Source: an optimization exercise on an open RTL-to-GDS flow (aim: a short achievable clock period and few clock cycles). Production flows keep margins and buffers that such runs may drop.
RTL that was checked went through simulation tests only; none was proved equivalent to the original.

==> inputs of v17 <==
==> flow/design.v <==
package dcache_pkg;
  typedef logic [32-1:0]  word_t;
  typedef logic [26-1:0]   tag_t;
  typedef logic [3-1:0] index_t;
endpackage
`timescale 1ns/1ns
module dcache_top (
  input  logic                      CLK,
  input  logic                      nRST,
  input  logic                      cpu_ren,
  input  logic                      cpu_wen,
  input  logic [32-1:0] cpu_addr,
  input  logic [32-1:0] cpu_store,
  input  logic                      halt,
  output logic                      dhit,
  output logic [32-1:0] dload,
  output logic                      flushed,
  output logic                      mem_ren,
  output logic                      mem_wen,
  output logic [32-1:0] mem_addr,
  output logic [32-1:0] mem_store,
  input  logic [32-1:0] mem_load,
  input  logic                      dwait
);
  localparam int WW = 32;
  localparam int TW = 26;
  localparam int IW = 3;
  localparam int NS = 8;
  localparam int NF = 2 * NS;
  logic [TW-1:0] req_tag;
  logic [IW-1:0] req_idx;
  logic          req_blk;
  logic          access;
  assign req_tag = cpu_addr[WW-1 -: TW];
  assign req_idx = cpu_addr[2+1 +: IW];
  assign req_blk = cpu_addr[2];
  assign access  = cpu_ren | cpu_wen;
  logic st_idle, st_wb0, st_wb1, st_f0, st_f1, st_fl0, st_fl1, st_done;
  logic nx_idle, nx_wb0, nx_wb1, nx_f0, nx_f1, nx_fl0, nx_fl1, nx_done;
  logic                  vway_q;    
  logic [WW-1:2]         ma_q;      
  logic [WW-1:0]         ms_q;      
  logic [WW-1:0]         fw_q;      
  logic [NF-1:0]         fl_sel;    
  logic [NF-1:0]         valid_q;
  logic [NF-1:0]         dirty_q;
  logic [NF-1:0][TW-1:0] tag_q;
  logic [NF-1:0][WW-1:0] data0_q;
  logic [NF-1:0][WW-1:0] data1_q;
  logic [NS-1:0]         lru_q;
  logic [NF-1:0] match;
  logic [NS-1:0] idx_dec;
  logic          hit0, hit1, hit;
  always_comb
  begin
    for (int f = 0; f < NF; f++)
      match[f] = valid_q[f] && (tag_q[f] == req_tag);
    for (int s = 0; s < NS; s++)
      idx_dec[s] = (req_idx == IW'(s));
  end
  assign hit0 = |(match[NS-1:0] & idx_dec);
  assign hit1 = |(match[NF-1:NS] & idx_dec);
  assign hit  = hit0 | hit1;
  logic [WW-1:0] d0w0, d0w1, d1w0, d1w1, hd0, hd1;
  assign d0w0 = data0_q[{1'b0, req_idx}];
  assign d0w1 = data1_q[{1'b0, req_idx}];
  assign d1w0 = data0_q[{1'b1, req_idx}];
  assign d1w1 = data1_q[{1'b1, req_idx}];
  assign hd0  = req_blk ? d0w1 : d0w0;
  assign hd1  = req_blk ? d1w1 : d1w0;
  logic          vway;
  logic          vdirty;
  logic [TW-1:0] vtag;
  logic [WW-1:0] vdata0, vdata1;
  assign vway   = lru_q[req_idx];
  assign vdirty = dirty_q[{vway, req_idx}];
  assign vtag   = tag_q[{vway, req_idx}];
  assign vdata0 = data0_q[{vway, req_idx}];
  assign vdata1 = data1_q[{vway, req_idx}];
  logic [WW-1:0] rdata1;
  assign rdata1 = data1_q[{vway_q, req_idx}];
  logic go;
  logic hit_ok;
  logic miss;
  logic store_hit;
  logic install;
  assign go        = st_idle & ~halt & access;
  assign hit_ok    = go & hit;
  assign miss      = go & ~hit;
  assign store_hit = st_idle & ~halt & cpu_wen & hit;
  assign install   = st_f1 & ~dwait;
  logic [NF-1:0] fl_cand;
  logic [NF-1:0] fl_first;
  logic          fl_any;
  logic [IW-1:0] fl_set;
  logic          fl_way;
  logic          fl_more;
  assign fl_cand = st_fl1 ? (dirty_q & ~fl_sel) : dirty_q;
  assign fl_more = |(dirty_q & ~fl_sel);
  always_comb
  begin
    fl_first = '0;
    fl_any   = 1'b0;
    fl_set   = '0;
    fl_way   = 1'b0;
    for (int p = 0; p < NF; p++)
    begin
      if (!fl_any && fl_cand[(p % 2) * NS + p / 2])
      begin
        fl_any = 1'b1;
        fl_first[(p % 2) * NS + p / 2] = 1'b1;
        fl_set = IW'(p / 2);
        fl_way = 1'(p % 2);
      end
    end
  end
  logic [TW-1:0] fl_tag;
  logic [WW-1:0] fl_data0;
  logic [WW-1:0] fl_data1;
  assign fl_tag   = tag_q[{fl_way, fl_set}];
  assign fl_data0 = data0_q[{fl_way, fl_set}];
  always_comb
  begin
    fl_data1 = '0;
    for (int f = 0; f < NF; f++)
      fl_data1 = fl_data1 | (fl_sel[f] ? data1_q[f] : '0);
  end
  always_comb
  begin
    nx_idle = st_idle;
    nx_wb0  = 1'b0;
    nx_wb1  = 1'b0;
    nx_f0   = 1'b0;
    nx_f1   = 1'b0;
    nx_fl0  = 1'b0;
    nx_fl1  = 1'b0;
    nx_done = st_done;
    if (st_idle)
    begin
      if (halt)
      begin
        nx_idle = 1'b0;
        nx_fl0  = fl_any;
        nx_done = ~fl_any;
      end
      else if (miss)
      begin
        nx_idle = 1'b0;
        nx_wb0  = vdirty & dwait;
        nx_wb1  = vdirty & ~dwait;
        nx_f0   = ~vdirty & dwait;
        nx_f1   = ~vdirty & ~dwait;
      end
    end
    if (st_wb0)
    begin
      nx_wb0 = dwait;
      nx_wb1 = ~dwait;
    end
    if (st_wb1)
    begin
      nx_wb1 = dwait;
      nx_f0  = ~dwait;
    end
    if (st_f0)
    begin
      nx_f0 = dwait;
      nx_f1 = ~dwait;
    end
    if (st_f1)
    begin
      nx_f1   = dwait;
      nx_idle = ~dwait;
    end
    if (st_fl0)
    begin
      nx_fl0 = dwait;
      nx_fl1 = ~dwait;
    end
    if (st_fl1)
    begin
      nx_fl1  = dwait;
      nx_fl0  = ~dwait & fl_any;
      nx_done = ~dwait & ~fl_any;
    end
  end
  always_ff @(posedge CLK or negedge nRST)
  begin
    if (!nRST)
    begin
      st_idle <= 1'b1;
      st_wb0  <= 1'b0;
      st_wb1  <= 1'b0;
      st_f0   <= 1'b0;
      st_f1   <= 1'b0;
      st_fl0  <= 1'b0;
      st_fl1  <= 1'b0;
      st_done <= 1'b0;
    end
    else
    begin
      st_idle <= nx_idle;
      st_wb0  <= nx_wb0;
      st_wb1  <= nx_wb1;
      st_f0   <= nx_f0;
      st_f1   <= nx_f1;
      st_fl0  <= nx_fl0;
      st_fl1  <= nx_fl1;
      st_done <= nx_done;
    end
  end
  always_ff @(posedge CLK or negedge nRST)
  begin
    if (!nRST)
    begin
      vway_q <= 1'b0;
      ma_q   <= '0;
      ms_q   <= '0;
      fw_q   <= '0;
      fl_sel <= '0;
    end
    else
    begin
      if (st_idle)
      begin
        if (halt)
        begin
          ma_q   <= {fl_tag, fl_set, 1'b0};
          ms_q   <= fl_data0;
          fl_sel <= fl_first;
        end
        else
        begin
          vway_q <= vway;
          if (vdirty)
          begin
            ma_q <= {vtag, req_idx, ~dwait};
            ms_q <= dwait ? vdata0 : vdata1;
          end
          else
          begin
            ma_q <= {req_tag, req_idx, ~dwait};
          end
          if (!dwait)
            fw_q <= mem_load;
        end
      end
      if (st_wb0 && !dwait)
      begin
        ma_q[2] <= 1'b1;
        ms_q                     <= rdata1;
      end
      if (st_wb1 && !dwait)
        ma_q <= {req_tag, req_idx, 1'b0};
      if (st_f0 && !dwait)
      begin
        ma_q[2] <= 1'b1;
        fw_q                     <= mem_load;
      end
      if (st_fl0 && !dwait)
      begin
        ma_q[2] <= 1'b1;
        ms_q                     <= fl_data1;
      end
      if (st_fl1 && !dwait)
      begin
        ma_q   <= {fl_tag, fl_set, 1'b0};
        ms_q   <= fl_data0;
        fl_sel <= fl_first;
      end
    end
  end
  logic [WW-1:0] wd0, wd1;
  assign wd0 = (st_idle | (cpu_wen & ~req_blk)) ? cpu_store : fw_q;
  assign wd1 = (st_idle | (cpu_wen &  req_blk)) ? cpu_store : mem_load;
  genvar g;
  generate
    for (g = 0; g < NF; g++)
    begin : g_frame
      localparam logic GW = 1'(g / NS);
      localparam int   GS = g % NS;
      logic sh;
      logic fill;
      assign sh   = store_hit & idx_dec[GS] & match[g];
      assign fill = install & idx_dec[GS] & (vway_q == GW);
      always_ff @(posedge CLK or negedge nRST)
      begin
        if (!nRST)
        begin
          valid_q[g] <= 1'b0;
          dirty_q[g] <= 1'b0;
          tag_q[g]   <= '0;
          data0_q[g] <= '0;
          data1_q[g] <= '0;
        end
        else
        begin
          if ((sh & ~req_blk) | fill)
            data0_q[g] <= wd0;
          if ((sh & req_blk) | fill)
            data1_q[g] <= wd1;
          if (fill)
          begin
            valid_q[g] <= 1'b1;
            tag_q[g]   <= req_tag;
          end
          if (sh)
            dirty_q[g] <= 1'b1;
          else if (fill)
            dirty_q[g] <= cpu_wen;
          else if (st_fl1 & ~dwait & fl_sel[g])
            dirty_q[g] <= 1'b0;
        end
      end
    end
  endgenerate
  always_ff @(posedge CLK or negedge nRST)
  begin
    if (!nRST)
    begin
      lru_q <= '0;
    end
    else
    begin
      for (int s = 0; s < NS; s++)
      begin
        if (hit_ok && idx_dec[s])
          lru_q[s] <= hit0;
        else if (install && idx_dec[s])
          lru_q[s] <= ~vway_q;
      end
    end
  end
  assign dhit      = hit_ok | install;
  assign dload     = hit1 ? hd1 : (st_f1 ? (req_blk ? mem_load : fw_q) : hd0);
  assign flushed   = st_done | (st_fl1 & ~dwait & ~fl_more);
  assign mem_wen   = (miss & vdirty) | st_wb0 | st_wb1 | st_fl0 | st_fl1;
  assign mem_ren   = (miss & ~vdirty) | st_f0 | st_f1;
  assign mem_addr  = st_idle ? {vdirty ? vtag : req_tag, req_idx, 1'b0, 2'b00}
                             : {ma_q, 2'b00};
  assign mem_store = st_idle ? vdata0 : ms_q;
endmodule
==> flow/flow/run.sh <==
#!/bin/bash
# Standard layout, with the slow 4-input OR/NOR cells kept out of synthesis and repair so the
# tag-compare trees map to faster NAND/NOR2-3 structures. Everything else is the standard.sh.
set -euo pipefail
WORK=$(pwd)
DU=""
for c in or4 or4b or4bb nor4 nor4b nor4bb or3 or3b nor3 nor3b and4 and4b and4bb mux4; do
  for s in 1 2 4; do
    DU="$DU sky130_fd_sc_hd__${c}_$s"
  done
done
{
  echo "include $WORK/config.mk"
  echo "export DONT_USE_CELLS += $DU"
} > "$WORK/own_config.mk"
sed "s#DESIGN_CONFIG=[^ ]*#DESIGN_CONFIG=$WORK/own_config.mk#" standard.sh > own_standard.sh
bash own_standard.sh > "$WORK/own_flow_make.log" 2>&1
==> flow/standard.sh <==
#!/bin/bash
# synth_recipe.tcl (not shown) runs the flow's synth.tcl, then flattens the netlist and writes it again
# the make line also repeats each setting of config.mk as NAME=value (left out here)
make -C /OpenROAD-flow-scripts/flow DESIGN_CONFIG=/design/flow/config.mk WORK_HOME=/design/flow/orfs CLKGATE_MAP_FILE= SYNTH_SCRIPT=/design/flow/synth_recipe.tcl "${@:-finish}"
==> flow/config.mk <==
export PLATFORM = sky130hd
export DESIGN_NAME = dcache_top
export DESIGN_NICKNAME = dcache_top
export VERILOG_FILES = /design/flow/design.v
export SDC_FILE = /design/flow/constraint.sdc
export NUM_CORES = 4
export LEC_CHECK = 0
export ABC_CLOCK_PERIOD_IN_PS = 1500
export CAP_MARGIN = 20
export CORE_MARGIN = 2
export CORE_UTILIZATION = 40
export SETUP_SLACK_MARGIN = 3.0
export SLEW_MARGIN = 20
==> flow/constraint.sdc <==
create_clock -name core_clock -period 7.2 [get_ports {CLK}]
set_input_delay 1.4400 -clock core_clock [delete_from_list [all_inputs] [get_ports {CLK}]]
set_output_delay 1.4400 -clock core_clock [all_outputs]
set_load 0.01 [all_outputs]
==> v38: changes against v17 <==
--- a/flow/design.v
+++ b/flow/design.v
@@ -58,8 +58,8 @@
     for (int s = 0; s < NS; s++)
       idx_dec[s] = (req_idx == IW'(s));
   end
-  assign hit0 = |(match[NS-1:0] & idx_dec);
-  assign hit1 = |(match[NF-1:NS] & idx_dec);
+  assign hit0 = match[{1'b0, req_idx}];
+  assign hit1 = match[{1'b1, req_idx}];
   assign hit  = hit0 | hit1;
   logic [WW-1:0] d0w0, d0w1, d1w0, d1w1, hd0, hd1;
   assign d0w0 = data0_q[{1'b0, req_idx}];
--- a/flow/flow/run.sh
+++ b/flow/flow/run.sh
@@ -4,7 +4,7 @@
 set -euo pipefail
 WORK=$(pwd)
 DU=""
-for c in or4 or4b or4bb nor4 nor4b nor4bb or3 or3b nor3 nor3b and4 and4b and4bb mux4; do
+for c in or4 or4b or4bb nor4 nor4b nor4bb; do
   for s in 1 2 4; do
     DU="$DU sky130_fd_sc_hd__${c}_$s"
   done
==> v28: changes against v17 <==
--- a/flow/design.v
+++ b/flow/design.v
@@ -58,14 +58,17 @@
     for (int s = 0; s < NS; s++)
       idx_dec[s] = (req_idx == IW'(s));
   end
-  assign hit0 = |(match[NS-1:0] & idx_dec);
-  assign hit1 = |(match[NF-1:NS] & idx_dec);
+  assign hit0 = match[{1'b0, req_idx}];
+  assign hit1 = match[{1'b1, req_idx}];
   assign hit  = hit0 | hit1;
   logic [WW-1:0] d0w0, d0w1, d1w0, d1w1, hd0, hd1;
+  logic [TW-1:0] t0, t1;
   assign d0w0 = data0_q[{1'b0, req_idx}];
   assign d0w1 = data1_q[{1'b0, req_idx}];
   assign d1w0 = data0_q[{1'b1, req_idx}];
   assign d1w1 = data1_q[{1'b1, req_idx}];
+  assign t0   = tag_q[{1'b0, req_idx}];
+  assign t1   = tag_q[{1'b1, req_idx}];
   assign hd0  = req_blk ? d0w1 : d0w0;
   assign hd1  = req_blk ? d1w1 : d1w0;
   logic          vway;
@@ -73,12 +76,12 @@
   logic [TW-1:0] vtag;
   logic [WW-1:0] vdata0, vdata1;
   assign vway   = lru_q[req_idx];
-  assign vdirty = dirty_q[{vway, req_idx}];
-  assign vtag   = tag_q[{vway, req_idx}];
-  assign vdata0 = data0_q[{vway, req_idx}];
-  assign vdata1 = data1_q[{vway, req_idx}];
+  assign vdirty = vway ? dirty_q[{1'b1, req_idx}] : dirty_q[{1'b0, req_idx}];
+  assign vtag   = vway ? t1 : t0;
+  assign vdata0 = vway ? d1w0 : d0w0;
+  assign vdata1 = vway ? d1w1 : d0w1;
   logic [WW-1:0] rdata1;
-  assign rdata1 = data1_q[{vway_q, req_idx}];
+  assign rdata1 = data1_q[{vway_q, ma_q[2+1 +: IW]}];
   logic go;
   logic hit_ok;
   logic miss;
@@ -302,7 +305,7 @@
           if (fill)
           begin
             valid_q[g] <= 1'b1;
-            tag_q[g]   <= req_tag;
+            tag_q[g]   <= ma_q[WW-1 -: TW];
           end
           if (sh)
             dirty_q[g] <= 1'b1;
--- a/flow/flow/run.sh
+++ b/flow/flow/run.sh
@@ -4,7 +4,7 @@
 set -euo pipefail
 WORK=$(pwd)
 DU=""
-for c in or4 or4b or4bb nor4 nor4b nor4bb or3 or3b nor3 nor3b and4 and4b and4bb mux4; do
+for c in or4 or4b or4bb nor4 nor4b nor4bb; do
   for s in 1 2 4; do
     DU="$DU sky130_fd_sc_hd__${c}_$s"
   done
==> results_dict.tcl <==
set metrics [dict create \
    status "complete, no violations" \
    ir_drop_uv 317 \
    num-nonclk-inverters 106 \
    diodes 29 \
    sh_seq_area 0.333 \
    ys_types 75 \
]
The numbers above come from v28.

==> results_dict.tcl <==
set metrics [dict create \
    status "complete, no violations" \
    ir_drop_uv 188 \
    ys_types 81 \
    cp.required_ns 5.76 \
    grt_pass1_vias 84700 \
    diodes 7 \
    clock_sinks 1599 \
    r2r_slack_ns 2.16 \
    min_to "valid_q[8]$_DFFE_PN0P_" \
]
The numbers above come from v17.

==> results_dict.tcl <==
set metrics [dict create \
    num-nonclk-inverters 94 \
    fill_cells 19600 \
    diodes 12 \
    status "complete, no violations" \
    ir_drop_uv 506 \
]
The numbers above come from v38.

Testbench counts of v17, summed over its fixed seeds: cycles 41,841.
Testbench counts of v38, summed over its fixed seeds: cycles 41,841.
Function not checked in v28: the RTL went through the layout flow alone.

-- port drivers added, routing unchanged --
The results above use ideal ports. As a check the final layouts listed here were re-extracted and re-timed, cells and wires unchanged. Step 1 assumes that a clkbuf_16 drives the clock port and a buf_2 every other input. Step 2, shift: input delay + t, output delay - t, t = (earliest + latest rising clock arrival at the registers) / 2. This alone moves slack from input paths to output paths. Three values: ideal ports, drivers, drivers and shift; two values: the first two.
| run | shift t [ns] | slack for setup (ns) | worst register clock-pin slew, ns |
|---|---|---|---|
| v17 | 0.934 | 1.534 / 1.156 / 0.349 | 0.07 / 0.07 |
| v38 | 0.962 | 1.608 / 1.372 / 1.132 | 0.07 / 0.07 |
| v28 | 0.974 | 1.510 / 1.342 / 0.660 | 0.07 / 0.07 |
After both steps setup and hold are still met in every run listed. The setup slack of v17, which loses most, moves by -0.378 ns with the drivers and by -1.185 ns with both steps.
